Source: an optimization exercise on an open RTL-to-GDS flow (aim: small area, a short achievable clock period and few clock cycles per item). Production flows keep margins and buffers that such runs may drop. At most, simulation tests tie the RTL to the original design; equivalence was not proved. For run 2, only the layout was checked, not whether the RTL still works. Power is estimated from default activity; no workload was simulated.

## flow/design.v (module list and top-level ports; edited modules follow where they fit)
// module classifierTop: 1320 lines
// module csaFA: 10 lines
// module csaHA: 9 lines
module classifierTop (
    input  wire                   i_clk100,
    input  wire                   i_rstN,
    input  wire cnnPkg::camBus_t  i_cam,
    input  wire                   i_start,
    input  wire                   i_cfgWr,
    input  wire [4-1:0] i_cfgAddr,
    input  wire [15:0]            i_cfgData,
    output logic                  o_busy,
    output logic                  o_done,
    output cnnPkg::score_t        o_score,
    output logic                  o_led
);
  // ...
==> flow/flow/run.sh <==
#!/bin/bash
set -euo pipefail
bash standard.sh SETUP_SLACK_MARGIN=6.7 "BUFFER_PORTS_ARGS=-buffer_cell sky130_fd_sc_hd__buf_2" finish > standard.log 2>&1
==> flow/standard.sh <==
#!/bin/bash
# synth_recipe.tcl (not shown) runs the flow's synth.tcl, then flattens the netlist and writes it again
# the make line also repeats each setting of config.mk as NAME=value (left out here)
make -C /OpenROAD-flow-scripts/flow DESIGN_CONFIG=/design/flow/config.mk WORK_HOME=/design/flow/orfs CLKGATE_MAP_FILE= SYNTH_SCRIPT=/design/flow/synth_recipe.tcl "${@:-finish}"
==> flow/config.mk <==
export PLATFORM = sky130hd
export DESIGN_NAME = classifierTop
export DESIGN_NICKNAME = classifierTop
export VERILOG_FILES = /design/flow/design.v
export SDC_FILE = /design/flow/constraint.sdc
export NUM_CORES = 4
export LEC_CHECK = 0
export CAP_MARGIN = 20
export CORE_MARGIN = 2
export CORE_UTILIZATION = 40
export CTS_CLUSTER_DIAMETER = 100
export CTS_CLUSTER_SIZE = 24
export SLEW_MARGIN = 20
export SYNTH_HIERARCHICAL = 1
==> flow/constraint.sdc <==
create_clock -name core_clock -period 10.0 [get_ports {i_clk100}]
set_input_delay 2.0000 -clock core_clock [delete_from_list [all_inputs] [get_ports {i_clk100}]]
set_output_delay 2.0000 -clock core_clock [all_outputs]
set_load 0.01 [all_outputs]
==> impl_metrics.csv, run 1 <==
group,metric,value,unit
status,status,"timing/DRC/antenna clean",
global_routing,grt_antenna_before_repair,2,
yosys,yosys.area_share.simple,0.133,
yosys,synth_fa_ha_area_frac,0.241,
timing,holdWs,0.334,ns
layout,multi_input_gates,1615,
layout,layout.area.seq,13900,sq um
yosys,synth_xor_xnor_area_share,0.0239,
timing,worstMarginPinSlew,1.06,ns
power,power_density,364,nW/um^2
placed_design,post_dp_cell_area,30900,sq um
yosys,avgSynthCellArea,12.6,sq um
cts,cts.sinks,549,
yosys,synth_top_family_by_area,"adder cells",
global_routing,met1_usage,0.250,
cts,clk_pin_slew,0.10,ns
layout,multi_input_area_share,0.468,
setup_path,reg2reg_slack,6.77,ns
layout,nClkBuffers,45,
timing,slew_headroom,0.294,
floorplanning,core,73200,sq um
timing,tns,0,ns
global_routing,grt_pass1_vias,19075,
power,pwr-share-comb,0.541,
drt,wl_met1,31.1,mm
yosys,synth_common_cells,"nand2_1, fa_1, and3_1",
yosys,yosysUniqueCellTypes,68,
Testbench counts, summed over its fixed seeds: cycles 38,907, tiles 192.
==> inputs of run 2 (changes only) <==
--- a/flow/design.v
+++ b/flow/design.v
@@ -36,38 +36,27 @@
     output logic                  o_busy,
     output logic                  o_done,
     output cnnPkg::score_t        o_score,
     output logic                  o_led
 );
     logic [7:0]  kern [9];
     logic [7:0]  fcW  [4];
     logic [15:0] bias;
-    logic        cfgWrQ;
-    logic [3:0]  cfgAddrQ;
-    logic [15:0] cfgDataQ;
-    always_ff @(posedge i_clk100 or negedge i_rstN) begin
-        if (!i_rstN) cfgWrQ <= 1'b0;
-        else         cfgWrQ <= i_cfgWr;
-    end
-    always_ff @(posedge i_clk100) begin
-        cfgAddrQ <= i_cfgAddr;
-        cfgDataQ <= i_cfgData;
-    end
     always_ff @(posedge i_clk100 or negedge i_rstN) begin
         if (!i_rstN) begin
             for (int t = 0; t < 9; t++) kern[t] <= '0;
             for (int w = 0; w < 4; w++) fcW[w] <= '0;
             bias <= '0;
-        end else if (cfgWrQ) begin
+        end else if (i_cfgWr) begin
             for (int t = 0; t < 9; t++)
-                if (cfgAddrQ == 4'(t)) kern[t] <= cfgDataQ[7:0];
+                if (i_cfgAddr == 4'(t)) kern[t] <= i_cfgData[7:0];
             for (int w = 0; w < 4; w++)
-                if (cfgAddrQ == 4'(9 + w)) fcW[w] <= cfgDataQ[7:0];
-            if (cfgAddrQ == 4'd13) bias <= cfgDataQ;
+                if (i_cfgAddr == 4'(9 + w)) fcW[w] <= i_cfgData[7:0];
+            if (i_cfgAddr == 4'd13) bias <= i_cfgData;
         end
     end
     wire [7:0] camData = i_cam[7:0];
     wire       camVs   = i_cam[9];
     wire       camHref = i_cam[8];
     logic       busy;           
     logic       waitVs;         
     logic       inFrame;        
==> impl_metrics.csv, run 2 <==
group,metric,value,unit
floorplanning,dieHeight,274,um
drt,drc,0,
layout,nets,2812,
cts,numCtsBuffers,28,
cts,cts.sinks,528,
setup_path,crit_type,"register to register",
setup_path,cpLargestDelayFamily,"compound AO/OA/AOI/OAI gates",
setup_path,crit_fanout,6,
placed_design,dp.final_hpwl,52.7,mm
cts,insertion_delay,0.63,ns
yosys,synth_fa_ha_area_frac,0.244,
placed_design,post_dp_cell_area,30500,sq um
job,max-cap-violations,0,
setup_path,cp_data_required_time,10.44,ns
drt,dr.pass1.iters,5,
timing,slew_headroom,0.313,
timing,tns,0,ns
layout,top_regs,"lb: 152 flops, kern: 72 flops, aR: 65 flops",
floorplanning,io_pins,69,
setup_path,cp_slowest_stage_delay,0.38,ns
timing,setup_viol,0,
layout,final_area,32200,sq um
layout,layout_common_cells,"nand2_1, fa_1, and3_1",
setup_path,crit_buf_inv,1,
setup_path,worst_setup_path_end_kind,"register",
yosys,avgSynthCellArea,12.6,sq um
timing,period_minus_slack,3.33,ns
yosys,synth_xor_xnor_area_share,0.0246,
yosys,syn_nets,2752,
layout,fillers,6583,
floorplanning,die_w,274,um
yosys,synthArstFlopShare,0.278,
floorplanning,fp-row-count,99,
yosys,synth_mux_area_frac,0.0679,
yosys,synth_edf_count,219,
drt,wl_per_cell,21.4,um
yosys,synth_area_leaders,"edfxtp_1, fa_1, dfrtp_1",
global_routing,grt_start_max_net_pins,90,
setup_path,arrival,3.77,ns
timing,fmax,300,MHz
global_routing,grt_pass1_vias,18731,
placed_design,place_congestion,0.879,
yosys,synth_compound_area_frac,0.0433,
yosys,yosysTopAreaCellShare,0.225,
timing,finalClockSkew,0.0471,ns
yosys,postSynthCellCount,2324,
global_routing,grt_use_total,0.193,
power,power_density,365,nW/um^2
worst_hold_path,min_path_type,"register to register",
yosys,ys.flop_type,"edfxtp_1",
cts,cts_tree,"yes",
floorplanning,initial_core_util,0.402,
placed_design,portBuffers,68,
global_routing,overflow,0,
layout,largest_reg_flops,152,
setup_path,reg2reg_slack,6.67,ns
setup_path,crit_chain,"ha_4 -> a21o_1 -> a41oi_2 -> a21boi_2 -> a22o_4 -> a21oi_4 -> o21ba_4 -> fa_2 -> xor2_2 -> nand2_2 -> or3_4 -> o311ai_4 -> buf_6 -> a21oi_1",
power,ir_worst_vdd,0.207,mV
setup_path,critPathLaunchType,"register",
drt,drt_iter0_drc,1203,
cts,cts_root_buf,"clkbuf_16",
yosys,yosys.area.top_type,"edfxtp_1",
floorplanning,die_area,75300,sq um
cts,clk_pin_slew,0.10,ns
yosys,yosysWarnings,10,
timing,grt_setup_unrepaired,"yes",
global_routing,grt_pass1_wl,112,mm
cts,ctsHoldBuffers,0,
layout,drive_above_1_share,0.155,
floorplanning,core,72700,sq um
cts,htree_levels,1,
yosys,synth_most_common_cell,"nand2_1",
yosys,ys_ff_latch,528,
yosys,syn_area,29200,sq um
setup_path,crit_slowest_cell,"o311ai_4",
yosys,synth_top_family_by_area,"adder cells",
drt,num_vias,17956,
timing,period_share,0.333,
power,p_leak,14.2,nW
drt,wl,72.1,mm
yosys,ys_seq_area_frac,0.462,
yosys,yosys.area_share.simple,0.133,
layout,top_register,"lb",
timing,finalMaxSlewViolations,0,
status,status,"timing/DRC/antenna clean",
layout,final_common_cell,"nand2_1",
timing,hold_viol,0,
yosys,synth_common_cells,"nand2_1, fa_1, and3_1",
drt,ant_nets,0,
layout,syn_to_final_growth,9.99,%
timing,worstMarginPinSlew,1.03,ns
global_routing,grt_antenna_before_repair,9,
drt,vias_per_cell,5.33,
cts,cts_max_path_buffers,3,
yosys,yosysUniqueCellTypes,73,
[run 2: logic make-up (layout without fill, tap and decap cells)]
logic type	count (synthesis)	after routing
mux	170	170
fa+ha+maj	394	394
simple gates	781	784
buf+inv	183	262
flops	528	528
compound gates	185	185
other cells	1	5
xor+xnor	82	82
[run 2: timing repair]
action / 4_1_cts / 5_1_grt
buffers inserted: 22 / 21
setup endpoints to repair: 252 / 87
pin swaps: 7 / 14
resized for setup: 23 / 32
cloned: 6 / 1
[run 2: final timing paths]
path / from / end / cells past startpoint
worst max-delay path: cs1[2] / convR[0] / 14
worst min-delay path: aR[25] / cs1[2] / 0
worst max register to register: cs1[2] / convR[0] / 14
worst min register to register: aR[25] / cs1[2] / 0
max in group asynchronous: i_rstN / kern[0][5] / 2
min in group asynchronous: i_rstN / bias[11] / 1
[run 2: Yosys stat by module (local to each module, per instance)]
module,copies in the design,flip-flops and latches
csaHA,14,0
classifierTop,1,528
csaFA,281,0
[run 2: power breakdown]
part	switching, W	internal [W]
sequential	0.000702	0.00329
clock	0.000731	0.000559
combinational	0.00354	0.00293
[run 2: layout make-up]
class | instances | area, sq um | area share
timing repair buffer | 122 | 937 | 0.0291
inverter | 88 | 335 | 0.0104
antenna | 4 | 10.0 | 0.000311
sequential | 528 | 13500 | 0.420
multi-input combinational | 1616 | 15300 | 0.475
clock buffer | 44 | 782 | 0.0243
clock inverter | 8 | 90.1 | 0.00280
tap | 959 | 1200 | 0.0373
[run 2: stage by stage]
| stage | utilization | power (W) | hold WS, ns | cells | setup WS, ns |
|---|---|---|---|---|---|
| 2_1_floorplan | - | 0.00809 | 0.310 | 2324 | 6.46 |
| 3_3_place_gp | 0.420 | 0.0100 | 0.316 | 3263 | 5.51 |
| 3_5_place_dp | 0.420 | 0.0102 | 0.315 | 3263 | 5.48 |
| 4_1_cts | 0.438 | 0.0117 | 0.329 | 3343 | 6.67 |
| 5_1_grt | 0.442 | 0.0128 | 0.339 | 3369 | 6.52 |
| 6_report | 0.442 | 0.0118 | 0.321 | 3369 | 6.67 |
[run 2: per-layer routing]
metal  track usage  up-vias  wire [um]
met1         0.264     9261      31500
li1              -     8102          -
met3        0.0295      125       3680
met2         0.317      458      34100
met5             0        -         62
met4        0.0601       10       2690

afterwards: timing with drivers on the ports:
How much do the figures lean on ideal ports? The routed layouts below were timed once more, with nothing changed but the port constraints. Step 1 (the two cells are an assumption about what drives the block):
set clk [get_ports {i_clk100}]
set_driving_cell -lib_cell sky130_fd_sc_hd__clkbuf_16 $clk
set_driving_cell -lib_cell sky130_fd_sc_hd__buf_2 [delete_from_list [all_inputs] $clk]
Step 2, shift: input delay + t, output delay - t, t = (earliest + latest rising clock arrival at the registers) / 2. This alone moves slack from input paths to output paths. Three values: no drivers, after step 1, after step 2; two values: the first two.
run | t, ns | slack for setup (ns) | worst setup path at the end | clock arrival spread, ns | worst slew at a driven data input, ns
run 1 | 0.667 | 6.771 / 6.733 / 6.250 | input to register | 0.047 / 0.047 | 0.05
run 2 | 0.665 | 6.671 / 6.671 / 6.168 | input to register | 0.048 / 0.048 | 0.07
After both steps every run listed still meets setup and hold. The setup slack of run 1, which loses most, moves by -0.038 ns with the drivers and by -0.521 ns with both steps.
